Context: an optimization exercise on an open-source flow, tuned for small area and a short achievable clock period. The choices shown serve that exercise and are no tape-out recipe. Where RTL was checked, it was by simulation tests only, not by an equivalence proof against the original. No activity file was given, so power comes from the tool's default toggle rates.

==> flow/design.v <==
`timescale 1ns/1ps
`default_nettype none
package cnt_pkg;
  localparam int CNT_NUM = 4;
  localparam int CNT_W   = 32;
  localparam int INTR_W  = 2 * CNT_NUM;
endpackage
`default_nettype wire
`timescale 1ns/1ps
`default_nettype none
module cnt_apb_regs (
  input  logic [31:0]                 i_paddr,
  input  logic                        i_pwrite,
  input  logic                        i_psel,
  input  logic                        i_penable,
  output logic                        o_wr,
  output logic                        o_rd,
  output logic                        o_sel_trig,
  output logic                        o_sel_sts,
  output logic                        o_sel_mset,
  output logic                        o_sel_mclr,
  output logic [cnt_pkg::CNT_NUM-1:0] o_sel_ctrl,
  output logic [cnt_pkg::CNT_NUM-1:0] o_sel_tgt,
  output logic [cnt_pkg::CNT_NUM-1:0] o_sel_cnt,
  output logic [cnt_pkg::CNT_NUM-1:0] o_sel_cap
);
  logic       base;
  logic [3:0] ofs;
  assign o_wr = i_psel & ~i_penable & i_pwrite;
  assign o_rd = i_psel & ~i_penable & ~i_pwrite;
  assign base = ~|{i_paddr[31:7], i_paddr[1:0]};
  always_comb begin
    for (int k = 0; k < 4; k++) ofs[k] = (i_paddr[3:2] == k[1:0]);
  end
  assign o_sel_trig = base & (i_paddr[6:4] == 3'd0) & ofs[0];
  assign o_sel_sts  = base & (i_paddr[6:4] == 3'd0) & ofs[1];
  assign o_sel_mset = base & (i_paddr[6:4] == 3'd0) & ofs[2];
  assign o_sel_mclr = base & (i_paddr[6:4] == 3'd0) & ofs[3];
  for (genvar n = 0; n < cnt_pkg::CNT_NUM; n++) begin : g_sel
    logic blk;
    assign blk           = base & (i_paddr[6:4] == 3'(n + 2));
    assign o_sel_ctrl[n] = blk & ofs[0];
    assign o_sel_tgt[n]  = blk & ofs[1];
    assign o_sel_cnt[n]  = blk & ofs[2];
    assign o_sel_cap[n]  = blk & ofs[3];
  end
endmodule
`default_nettype wire
`timescale 1ns/1ps
`default_nettype none
module cnt_channel (
  input  logic        i_pclk,
  input  logic        i_prst_n,
  input  logic        i_wr,
  input  logic        i_rd,
  input  logic        i_sel_ctrl,
  input  logic        i_sel_tgt,
  input  logic        i_sel_cnt,
  input  logic        i_sel_cap,
  input  logic        i_glb_trig,    
  input  logic [31:0] i_wdata,
  input  logic        i_din_a,
  output logic        o_dout_a,
  output logic        o_dout_a_oen,
  output logic [31:0] o_rdata,       
  output logic        o_cmp_evt,
  output logic        o_cap_evt
);
  logic        en_q, edge_q, ovwr_q;
  logic [31:0] tgt_q;
  logic        tgt_vld_q;
  logic        clear_q;      
  logic        run_nx_q;     
  logic        run_q;
  logic [31:0] cnt_q;
  logic [31:0] cap_q;
  logic        full_q;
  logic        cap_vld_q;
  logic        dout_q, cmp_evt_q, cap_evt_q;
  logic        din_s1, din_s2, din_d;
  logic ctrl_wr, glb, start_in, stop_in, clear_in;
  logic load, counting, eq, hit, edge_hit, cap_take, cap_read;
  assign ctrl_wr  = i_wr & i_sel_ctrl;
  assign glb      = i_glb_trig & en_q;
  assign start_in = (ctrl_wr & i_wdata[4]) | (glb & i_wdata[0]);
  assign stop_in  = (ctrl_wr & i_wdata[5]) | (glb & i_wdata[1]);
  assign clear_in = (ctrl_wr & i_wdata[6]) | (glb & i_wdata[2]);
  always_ff @(posedge i_pclk or negedge i_prst_n) begin
    if (!i_prst_n) begin
      en_q   <= 1'b0;
      edge_q <= 1'b0;
      ovwr_q <= 1'b0;
    end else if (ctrl_wr) begin
      en_q   <= i_wdata[0];
      edge_q <= i_wdata[1];
      ovwr_q <= i_wdata[2];
    end
  end
  always_ff @(posedge i_pclk) begin
    if (i_wr & i_sel_tgt) begin
      tgt_q <= i_wdata;
    end
  end
  always_ff @(posedge i_pclk or negedge i_prst_n) begin
    if (!i_prst_n) begin
      tgt_vld_q <= 1'b0;
    end else if (i_wr & i_sel_tgt) begin
      tgt_vld_q <= 1'b1;
    end
  end
  always_ff @(posedge i_pclk or negedge i_prst_n) begin
    if (!i_prst_n) begin
      clear_q  <= 1'b0;
      run_nx_q <= 1'b0;
      run_q    <= 1'b0;
    end else begin
      clear_q  <= clear_in;
      run_nx_q <= ~stop_in & (start_in | run_nx_q);
      run_q    <= run_nx_q;
    end
  end
  assign load     = i_wr & i_sel_cnt;
  assign counting = run_q & en_q;
  assign eq       = tgt_vld_q ? (cnt_q == tgt_q) : (cnt_q == 32'd0);
  assign hit      = counting & eq & ~clear_q & ~load;
  always_ff @(posedge i_pclk or negedge i_prst_n) begin
    if (!i_prst_n) begin
      cnt_q <= '0;
    end else if (clear_q) begin
      cnt_q <= '0;
    end else if (load) begin
      cnt_q <= i_wdata;
    end else if (counting) begin
      cnt_q <= eq ? 32'd0 : cnt_q + 32'd1;
    end
  end
  always_ff @(posedge i_pclk or negedge i_prst_n) begin
    if (!i_prst_n) begin
      dout_q    <= 1'b0;
      cmp_evt_q <= 1'b0;
    end else begin
      dout_q    <= dout_q ^ hit;
      cmp_evt_q <= hit;
    end
  end
  always_ff @(posedge i_pclk or negedge i_prst_n) begin
    if (!i_prst_n) begin
      din_s1 <= 1'b0;
      din_s2 <= 1'b0;
      din_d  <= 1'b0;
    end else begin
      din_s1 <= i_din_a;
      din_s2 <= din_s1;
      din_d  <= din_s2;
    end
  end
  assign edge_hit = (din_s2 ^ din_d) & (din_d == edge_q);
  assign cap_take = en_q & edge_hit & (~full_q | ovwr_q);
  assign cap_read = i_rd & i_sel_cap;
  always_ff @(posedge i_pclk or negedge i_prst_n) begin
    if (!i_prst_n) begin
      full_q    <= 1'b0;
      cap_evt_q <= 1'b0;
    end else begin
      full_q    <= cap_take | (full_q & ~cap_read);
      cap_evt_q <= cap_take;
    end
  end
  always_ff @(posedge i_pclk) begin
    if (cap_take) begin
      cap_q <= cnt_q;
    end
  end
  always_ff @(posedge i_pclk or negedge i_prst_n) begin
    if (!i_prst_n) begin
      cap_vld_q <= 1'b0;
    end else if (cap_take) begin
      cap_vld_q <= 1'b1;
    end
  end
  assign o_rdata = ({32{i_sel_tgt & tgt_vld_q}} & tgt_q)
                 | ({32{i_sel_cnt}} & cnt_q)
                 | ({32{i_sel_cap & cap_vld_q}} & cap_q)
                 | ({32{i_sel_ctrl}} & {22'd0, full_q, run_q, 5'd0, ovwr_q, edge_q, en_q});
  assign o_dout_a     = dout_q;
  assign o_dout_a_oen = en_q;
  assign o_cmp_evt    = cmp_evt_q;
  assign o_cap_evt    = cap_evt_q;
endmodule
`default_nettype wire
`timescale 1ns/1ps
`default_nettype none
module cnt_intr_ctrl (
  input  logic                       i_pclk,
  input  logic                       i_prst_n,
  input  logic [cnt_pkg::INTR_W-1:0] i_evt,
  input  logic                       i_sts_clr_wr,
  input  logic                       i_mask_set_wr,
  input  logic                       i_mask_clr_wr,
  input  logic [cnt_pkg::INTR_W-1:0] i_data,
  output logic [cnt_pkg::INTR_W-1:0] o_sts,
  output logic [cnt_pkg::INTR_W-1:0] o_mask,
  output logic                       o_int
);
  logic [cnt_pkg::INTR_W-1:0] sts_q;
  logic [cnt_pkg::INTR_W-1:0] mask_q;
  logic                       int_q;
  always_ff @(posedge i_pclk or negedge i_prst_n) begin
    if (!i_prst_n) begin
      sts_q <= '0;
    end else begin
      sts_q <= (sts_q & ~({cnt_pkg::INTR_W{i_sts_clr_wr}} & i_data)) | i_evt;
    end
  end
  always_ff @(posedge i_pclk or negedge i_prst_n) begin
    if (!i_prst_n) begin
      mask_q <= '0;
    end else if (i_mask_set_wr) begin
      mask_q <= mask_q | i_data;
    end else if (i_mask_clr_wr) begin
      mask_q <= mask_q & ~i_data;
    end
  end
  always_ff @(posedge i_pclk or negedge i_prst_n) begin
    if (!i_prst_n) begin
      int_q <= 1'b0;
    end else begin
      int_q <= |(sts_q & mask_q);
    end
  end
  assign o_sts  = sts_q;
  assign o_mask = mask_q;
  assign o_int  = int_q;
endmodule
`default_nettype wire
`timescale 1ns/1ps
`default_nettype none
module counter_top (
  input  logic                        i_pclk,
  input  logic                        i_prst_n,
  input  logic [31:0]                 i_paddr,
  input  logic [31:0]                 i_pwdata,
  input  logic                        i_pwrite,
  input  logic                        i_psel,
  input  logic                        i_penable,
  output logic [31:0]                 o_prdata,
  input  logic [cnt_pkg::CNT_NUM-1:0] i_extern_din_a,
  output logic [cnt_pkg::CNT_NUM-1:0] o_extern_dout_a,
  output logic [cnt_pkg::CNT_NUM-1:0] o_extern_dout_a_oen,
  output logic                        o_int
);
  logic                           wr, rd;
  logic                           sel_trig, sel_sts, sel_mset, sel_mclr;
  logic [cnt_pkg::CNT_NUM-1:0]    sel_ctrl, sel_tgt, sel_cnt, sel_cap;
  logic [cnt_pkg::CNT_NUM*32-1:0] ch_rdata;
  logic [cnt_pkg::INTR_W-1:0]     intr_evt;
  logic [cnt_pkg::INTR_W-1:0]     intr_sts;
  logic [cnt_pkg::INTR_W-1:0]     intr_mask;
  logic [31:0]                    rdata;
  logic [31:0]                    prdata_q;
  cnt_apb_regs u_dec (
    .i_paddr    (i_paddr),
    .i_pwrite   (i_pwrite),
    .i_psel     (i_psel),
    .i_penable  (i_penable),
    .o_wr       (wr),
    .o_rd       (rd),
    .o_sel_trig (sel_trig),
    .o_sel_sts  (sel_sts),
    .o_sel_mset (sel_mset),
    .o_sel_mclr (sel_mclr),
    .o_sel_ctrl (sel_ctrl),
    .o_sel_tgt  (sel_tgt),
    .o_sel_cnt  (sel_cnt),
    .o_sel_cap  (sel_cap)
  );
  for (genvar n = 0; n < cnt_pkg::CNT_NUM; n++) begin : g_ch
    cnt_channel u_ch (
      .i_pclk       (i_pclk),
      .i_prst_n     (i_prst_n),
      .i_wr         (wr),
      .i_rd         (rd),
      .i_sel_ctrl   (sel_ctrl[n]),
      .i_sel_tgt    (sel_tgt[n]),
      .i_sel_cnt    (sel_cnt[n]),
      .i_sel_cap    (sel_cap[n]),
      .i_glb_trig   (wr & sel_trig),
      .i_wdata      (i_pwdata),
      .i_din_a      (i_extern_din_a[n]),
      .o_dout_a     (o_extern_dout_a[n]),
      .o_dout_a_oen (o_extern_dout_a_oen[n]),
      .o_rdata      (ch_rdata[32*n +: 32]),
      .o_cmp_evt    (intr_evt[2*n]),
      .o_cap_evt    (intr_evt[2*n+1])
    );
  end
  cnt_intr_ctrl u_intr (
    .i_pclk        (i_pclk),
    .i_prst_n      (i_prst_n),
    .i_evt         (intr_evt),
    .i_sts_clr_wr  (wr & sel_sts),
    .i_mask_set_wr (wr & sel_mset),
    .i_mask_clr_wr (wr & sel_mclr),
    .i_data        (i_pwdata[cnt_pkg::INTR_W-1:0]),
    .o_sts         (intr_sts),
    .o_mask        (intr_mask),
    .o_int         (o_int)
  );
  always_comb begin
    rdata = {24'd0, ({8{sel_sts}} & intr_sts) | ({8{sel_mset}} & intr_mask)};
    for (int n = 0; n < cnt_pkg::CNT_NUM; n++) rdata = rdata | ch_rdata[32*n +: 32];
  end
  always_ff @(posedge i_pclk) begin
    prdata_q <= rdata;
  end
  assign o_prdata = prdata_q;
endmodule
`default_nettype wire
export LEC_CHECK = 0
export CAP_MARGIN = 20
export CORE_MARGIN = 2
export CORE_UTILIZATION = 40
export SETUP_SLACK_MARGIN = 1.0
export SLEW_MARGIN = 20
create_clock -name core_clock -period 3.5 [get_ports {i_pclk}]
standard.sh (not shown) runs the stock make flow with config.mk's settings and CLKGATE_MAP_FILE= SYNTH_SCRIPT=/design/flow/synth_recipe.tcl, a recipe that flattens the netlist after the stock synthesis.
==> flow/flow/run.sh <==
#!/bin/bash
# Standard layout, with the port buffers made from plain buf_2 cells instead
# of the delay cells buffer_ports picks on its own.
set -euo pipefail
export BUFFER_PORTS_ARGS="-buffer_cell sky130_fd_sc_hd__buf_2"
bash standard.sh finish > make_finish.log 2>&1
Change:
--- a/flow/design.v
+++ b/flow/design.v
@@ -78,6 +78,7 @@
   logic        cap_vld_q;
   logic        dout_q, cmp_evt_q, cap_evt_q;
   logic        din_s1, din_s2, din_d;
+  logic [31:0] cnt_tgl;
   logic ctrl_wr, glb, start_in, stop_in, clear_in;
   logic load, counting, eq, hit, edge_hit, cap_take, cap_read;
   assign ctrl_wr  = i_wr & i_sel_ctrl;
@@ -123,15 +124,16 @@
   assign counting = run_q & en_q;
   assign eq       = tgt_vld_q ? (cnt_q == tgt_q) : (cnt_q == 32'd0);
   assign hit      = counting & eq & ~clear_q & ~load;
+  always_comb begin
+    cnt_tgl[0] = counting;
+    for (int i = 1; i < 32; i++) cnt_tgl[i] = counting & (&(cnt_q | ~((32'd1 << i) - 32'd1)));
+  end
   always_ff @(posedge i_pclk or negedge i_prst_n) begin
     if (!i_prst_n) begin
       cnt_q <= '0;
-    end else if (clear_q) begin
-      cnt_q <= '0;
-    end else if (load) begin
-      cnt_q <= i_wdata;
-    end else if (counting) begin
-      cnt_q <= eq ? 32'd0 : cnt_q + 32'd1;
+    end else begin
+      cnt_q <= ({32{~clear_q & load}} & i_wdata)
+             | ({32{~clear_q & ~load & ~(counting & eq)}} & (cnt_q ^ cnt_tgl));
     end
   end
   always_ff @(posedge i_pclk or negedge i_prst_n) begin
After rerunning: Worst hold slack loses 64 ps. Clock skew decreases by 4.0 ps. Global-route usage increases by 3.4 points. Via count decreases by 6.8%. Flip-flop and latch count stays the same. Worst setup slack loses 57 ps. Combinational power increases by 37%. Routed wire length increases by 5.4%. Total power decreases by 0.40%. Cell count decreases by 4.5%. Non-clock buffer count decreases by 39. Register-to-register slack loses 60 ps. Critical path depth decreases by 1.
No run of this note included a check of the RTL's function; only the layout flow was run.

========
Another version of the RTL of counter_top (not shown whole).
Size: about 2000 cells after synthesis, about 110 I/O pins.
==> module cnt_channel, before the edit <==
module cnt_channel (
  input  logic        i_pclk,
  input  logic        i_prst_n,
  input  logic        i_wr,
  input  logic        i_rd,
  input  logic        i_sel_ctrl,
  input  logic        i_sel_tgt,
  input  logic        i_sel_cnt,
  input  logic        i_sel_cap,
  input  logic        i_rsel_ctrl,   
  input  logic        i_rsel_tgt,
  input  logic        i_rsel_cnt,
  input  logic        i_rsel_cap,
  input  logic        i_glb_trig,    
  input  logic [31:0] i_wdata,
  input  logic        i_din_a,
  output logic        o_dout_a,
  output logic        o_dout_a_oen,
  output logic [31:0] o_rdata,       
  output logic        o_cmp_evt,
  output logic        o_cap_evt
);
  logic        en_q, edge_q, ovwr_q;
  logic [31:0] tgt_q;
  logic        clear_q;      
  logic        run_nx_q;     
  logic        run_q;
  logic [31:0] cnt_q;
  logic [31:0] cap_q;
  logic        full_q;
  logic        cap_vld_q;
  logic        dout_q, cmp_evt_q, cap_evt_q;
  logic        din_s1, din_s2, din_d;
  logic [31:0] cnt_tgl;
  logic ctrl_wr, glb, start_in, stop_in, clear_in;
  logic load, counting, eq, hit, edge_hit, cap_take, cap_read;
  assign ctrl_wr  = i_wr & i_sel_ctrl;
  assign glb      = i_glb_trig & en_q;
  assign start_in = (ctrl_wr & i_wdata[4]) | (glb & i_wdata[0]);
  assign stop_in  = (ctrl_wr & i_wdata[5]) | (glb & i_wdata[1]);
  assign clear_in = (ctrl_wr & i_wdata[6]) | (glb & i_wdata[2]);
  always_ff @(posedge i_pclk or negedge i_prst_n) begin
    if (!i_prst_n) begin
      en_q   <= 1'b0;
      edge_q <= 1'b0;
      ovwr_q <= 1'b0;
    end else if (ctrl_wr) begin
      en_q   <= i_wdata[0];
      edge_q <= i_wdata[1];
      ovwr_q <= i_wdata[2];
    end
  end
  always_ff @(posedge i_pclk or negedge i_prst_n) begin
    if (!i_prst_n) begin
      tgt_q <= '0;
    end else if (i_wr & i_sel_tgt) begin
      tgt_q <= i_wdata;
    end
  end
  always_ff @(posedge i_pclk or negedge i_prst_n) begin
    if (!i_prst_n) begin
      clear_q  <= 1'b0;
      run_nx_q <= 1'b0;
      run_q    <= 1'b0;
    end else begin
      clear_q  <= clear_in;
      run_nx_q <= ~stop_in & (start_in | run_nx_q);
      run_q    <= run_nx_q;
    end
  end
  assign load     = i_wr & i_sel_cnt;
  assign counting = run_q & en_q;
  assign eq       = (cnt_q == tgt_q);
  assign hit      = counting & eq & ~clear_q & ~load;
  always_comb begin
    cnt_tgl[0] = counting;
    for (int i = 1; i < 32; i++) cnt_tgl[i] = counting & (&(cnt_q | ~((32'd1 << i) - 32'd1)));
  end
  always_ff @(posedge i_pclk or negedge i_prst_n) begin
    if (!i_prst_n) begin
      cnt_q <= '0;
    end else begin
      cnt_q <= ({32{~clear_q & load}} & i_wdata)
             | ({32{~clear_q & ~load & ~(counting & eq)}} & (cnt_q ^ cnt_tgl));
    end
  end
  always_ff @(posedge i_pclk or negedge i_prst_n) begin
    if (!i_prst_n) begin
      dout_q    <= 1'b0;
      cmp_evt_q <= 1'b0;
    end else begin
      dout_q    <= dout_q ^ hit;
      cmp_evt_q <= hit;
    end
  end
  always_ff @(posedge i_pclk or negedge i_prst_n) begin
    if (!i_prst_n) begin
      din_s1 <= 1'b0;
      din_s2 <= 1'b0;
      din_d  <= 1'b0;
    end else begin
      din_s1 <= i_din_a;
      din_s2 <= din_s1;
      din_d  <= din_s2;
    end
  end
  assign edge_hit = (din_s2 ^ din_d) & (din_d == edge_q);
  assign cap_take = en_q & edge_hit & (~full_q | ovwr_q);
  assign cap_read = i_rd & i_sel_cap;
  always_ff @(posedge i_pclk or negedge i_prst_n) begin
    if (!i_prst_n) begin
      full_q    <= 1'b0;
      cap_evt_q <= 1'b0;
    end else begin
      full_q    <= cap_take | (full_q & ~cap_read);
      cap_evt_q <= cap_take;
    end
  end
  always_ff @(posedge i_pclk) begin
    if (cap_take) begin
      cap_q <= cnt_q;
    end
  end
  always_ff @(posedge i_pclk or negedge i_prst_n) begin
    if (!i_prst_n) begin
      cap_vld_q <= 1'b0;
    end else if (cap_take) begin
      cap_vld_q <= 1'b1;
    end
  end
  assign o_rdata = ({32{i_rsel_tgt}} & tgt_q)
                 | ({32{i_rsel_cnt}} & cnt_q)
                 | ({32{i_rsel_cap & cap_vld_q}} & cap_q)
                 | ({32{i_rsel_ctrl}} & {22'd0, full_q, run_q, 5'd0, ovwr_q, edge_q, en_q});
  assign o_dout_a     = dout_q;
  assign o_dout_a_oen = en_q;
  assign o_cmp_evt    = cmp_evt_q;
  assign o_cap_evt    = cap_evt_q;
endmodule
clock: 3.5 ns
lec_check: 0
cap_margin: 20
core_margin: 2
core_utilization: 40
setup_slack_margin: 1.0
slew_margin: 20
==> flow/flow/run.sh <==
#!/bin/bash
# Standard layout with these changes:
#  - synthesis maps the logic with the ABC script in abc_speed2.script (see
#    my_synth.tcl); flip-flops are mapped before ABC and are left as they are
#  - the port buffers are plain buf_2 cells instead of the delay cells
#    buffer_ports picks on its own
#  - clock tree synthesis adds no dummy loads and builds the tree from
#    clkbuf_8 cells, with clusters of up to 14 sinks
set -euo pipefail
export MY_WORK="$(pwd)"
export MY_ABC_SCRIPT="$MY_WORK/flow/abc_speed2.script"
export BUFFER_PORTS_ARGS="-buffer_cell sky130_fd_sc_hd__buf_2"
export CTS_ARGS="-sink_clustering_enable -repair_clock_nets -dont_use_dummy_load -buf_list {sky130_fd_sc_hd__clkbuf_8} -sink_clustering_size 14 -sink_clustering_max_diameter 60"
sed "s#SYNTH_SCRIPT=[^ ]*#SYNTH_SCRIPT=$MY_WORK/flow/my_synth.tcl#" standard.sh > my_standard.sh
grep -q "SYNTH_SCRIPT=$MY_WORK/flow/my_synth.tcl" my_standard.sh
bash my_standard.sh finish > make_finish.log 2>&1
==> flow/flow/abc_speed2.script <==
&get -n
&st
&syn2
&if -g -K 6
&synch2
&nf
&st
&syn2
&if -g -K 6
&synch2
&nf
&put
buffer -c
topo
stime -c
upsize -c
dnsize -c
==> flow/flow/my_synth.tcl <==
# The standard flow's synthesis script, with the ABC mapping script swapped for
# flow/abc_speed2.script. Only the technology mapping of the logic changes;
# the flip-flops are mapped before ABC runs and are left as they are.
proc abc {args} {
  set i [lsearch $args -script]
  if {$i >= 0} { lset args [expr {$i + 1}] $::env(MY_ABC_SCRIPT) }
  puts "abc with [lindex $args [expr {$i + 1}]]"
  yosys abc {*}$args
}
source $::env(MY_WORK)/synth_recipe.tcl
Change:
--- a/flow/design.v
+++ b/flow/design.v
@@ -120,21 +120,22 @@
     end else if (i_wr & i_sel_tgt) begin
       tgt_q <= i_wdata;
     end
   end
   always_ff @(posedge i_pclk or negedge i_prst_n) begin
     if (!i_prst_n) begin
-      clear_q  <= 1'b0;
       run_nx_q <= 1'b0;
       run_q    <= 1'b0;
     end else begin
-      clear_q  <= clear_in;
       run_nx_q <= ~stop_in & (start_in | run_nx_q);
       run_q    <= run_nx_q;
     end
   end
+  always_ff @(posedge i_pclk) begin
+    clear_q <= clear_in;
+  end
   assign load     = i_wr & i_sel_cnt;
   assign counting = run_q & en_q;
   assign eq       = (cnt_q == tgt_q);
   assign hit      = counting & eq & ~clear_q & ~load;
   always_comb begin
     cnt_tgl[0] = counting;
@@ -157,20 +158,20 @@
       cmp_evt_q <= hit;
     end
   end
   always_ff @(posedge i_pclk or negedge i_prst_n) begin
     if (!i_prst_n) begin
       din_s1 <= 1'b0;
-      din_s2 <= 1'b0;
-      din_d  <= 1'b0;
     end else begin
       din_s1 <= i_din_a;
-      din_s2 <= din_s1;
-      din_d  <= din_s2;
     end
   end
+  always_ff @(posedge i_pclk) begin
+    din_s2 <= din_s1;
+    din_d  <= din_s2;
+  end
   assign edge_hit = (din_s2 ^ din_d) & (din_d == edge_q);
   assign cap_take = en_q & edge_hit & (~full_q | ovwr_q);
   assign cap_read = i_rd & i_sel_cap;
   always_ff @(posedge i_pclk or negedge i_prst_n) begin
     if (!i_prst_n) begin
       full_q    <= 1'b0;
Outcome: The changed run finished clean. Final cell count climbs by about 0.55%. First-iteration DRC count climbs by 1.5%. Sequential power stays flat. Routed wire length climbs by 2.5%. Count of clock-buffer cells in the layout is unchanged. Core utilization barely changes. Synthesized area is about the same. Die area stays flat. Global-route usage climbs by 0.70 points.

[separate check: timing with driven ports]
No port has a modelled driver above. Below, the same layouts with a new extraction and two added sets of constraints. Step 1 assumes that a clkbuf_16 drives the clock port and a buf_2 every other input. Step 2 adds t to the input delays and takes it off the output delays; t is the mean of the earliest and latest rising clock arrival at the registers after step 1. Input paths then give back, and output paths get back, about the clock's delay inside the block. Three values: ideal, step 1, step 2; two values: the first two.
| run | shift t [ns] | setup slack, ns | hold slack, ns | clock arrival spread, ns |
|---|---|---|---|---|
| the first run of note 1 | 0.679 | 0.907 / 0.907 / 0.315 | 0.138 / 0.121 / 0.352 | 0.030 / 0.030 |
| the second run of note 1 | 0.676 | 0.850 / 0.850 / 0.358 | 0.074 / 0.067 / 0.349 | 0.030 / 0.030 |
| the first run of note 2 | 0.723 | 0.937 / 0.976 / 0.255 | 0.110 / 0.069 / 0.343 | 0.090 / 0.090 |
| the second run of note 2 | 0.707 | 0.950 / 0.950 / 0.416 | 0.120 / 0.082 / 0.345 | 0.073 / 0.074 |
After both steps setup and hold are still met in every run listed. For the first run of note 2, which loses most, drivers alone change the setup slack by +0.039 ns; drivers and shift together by -0.682 ns.
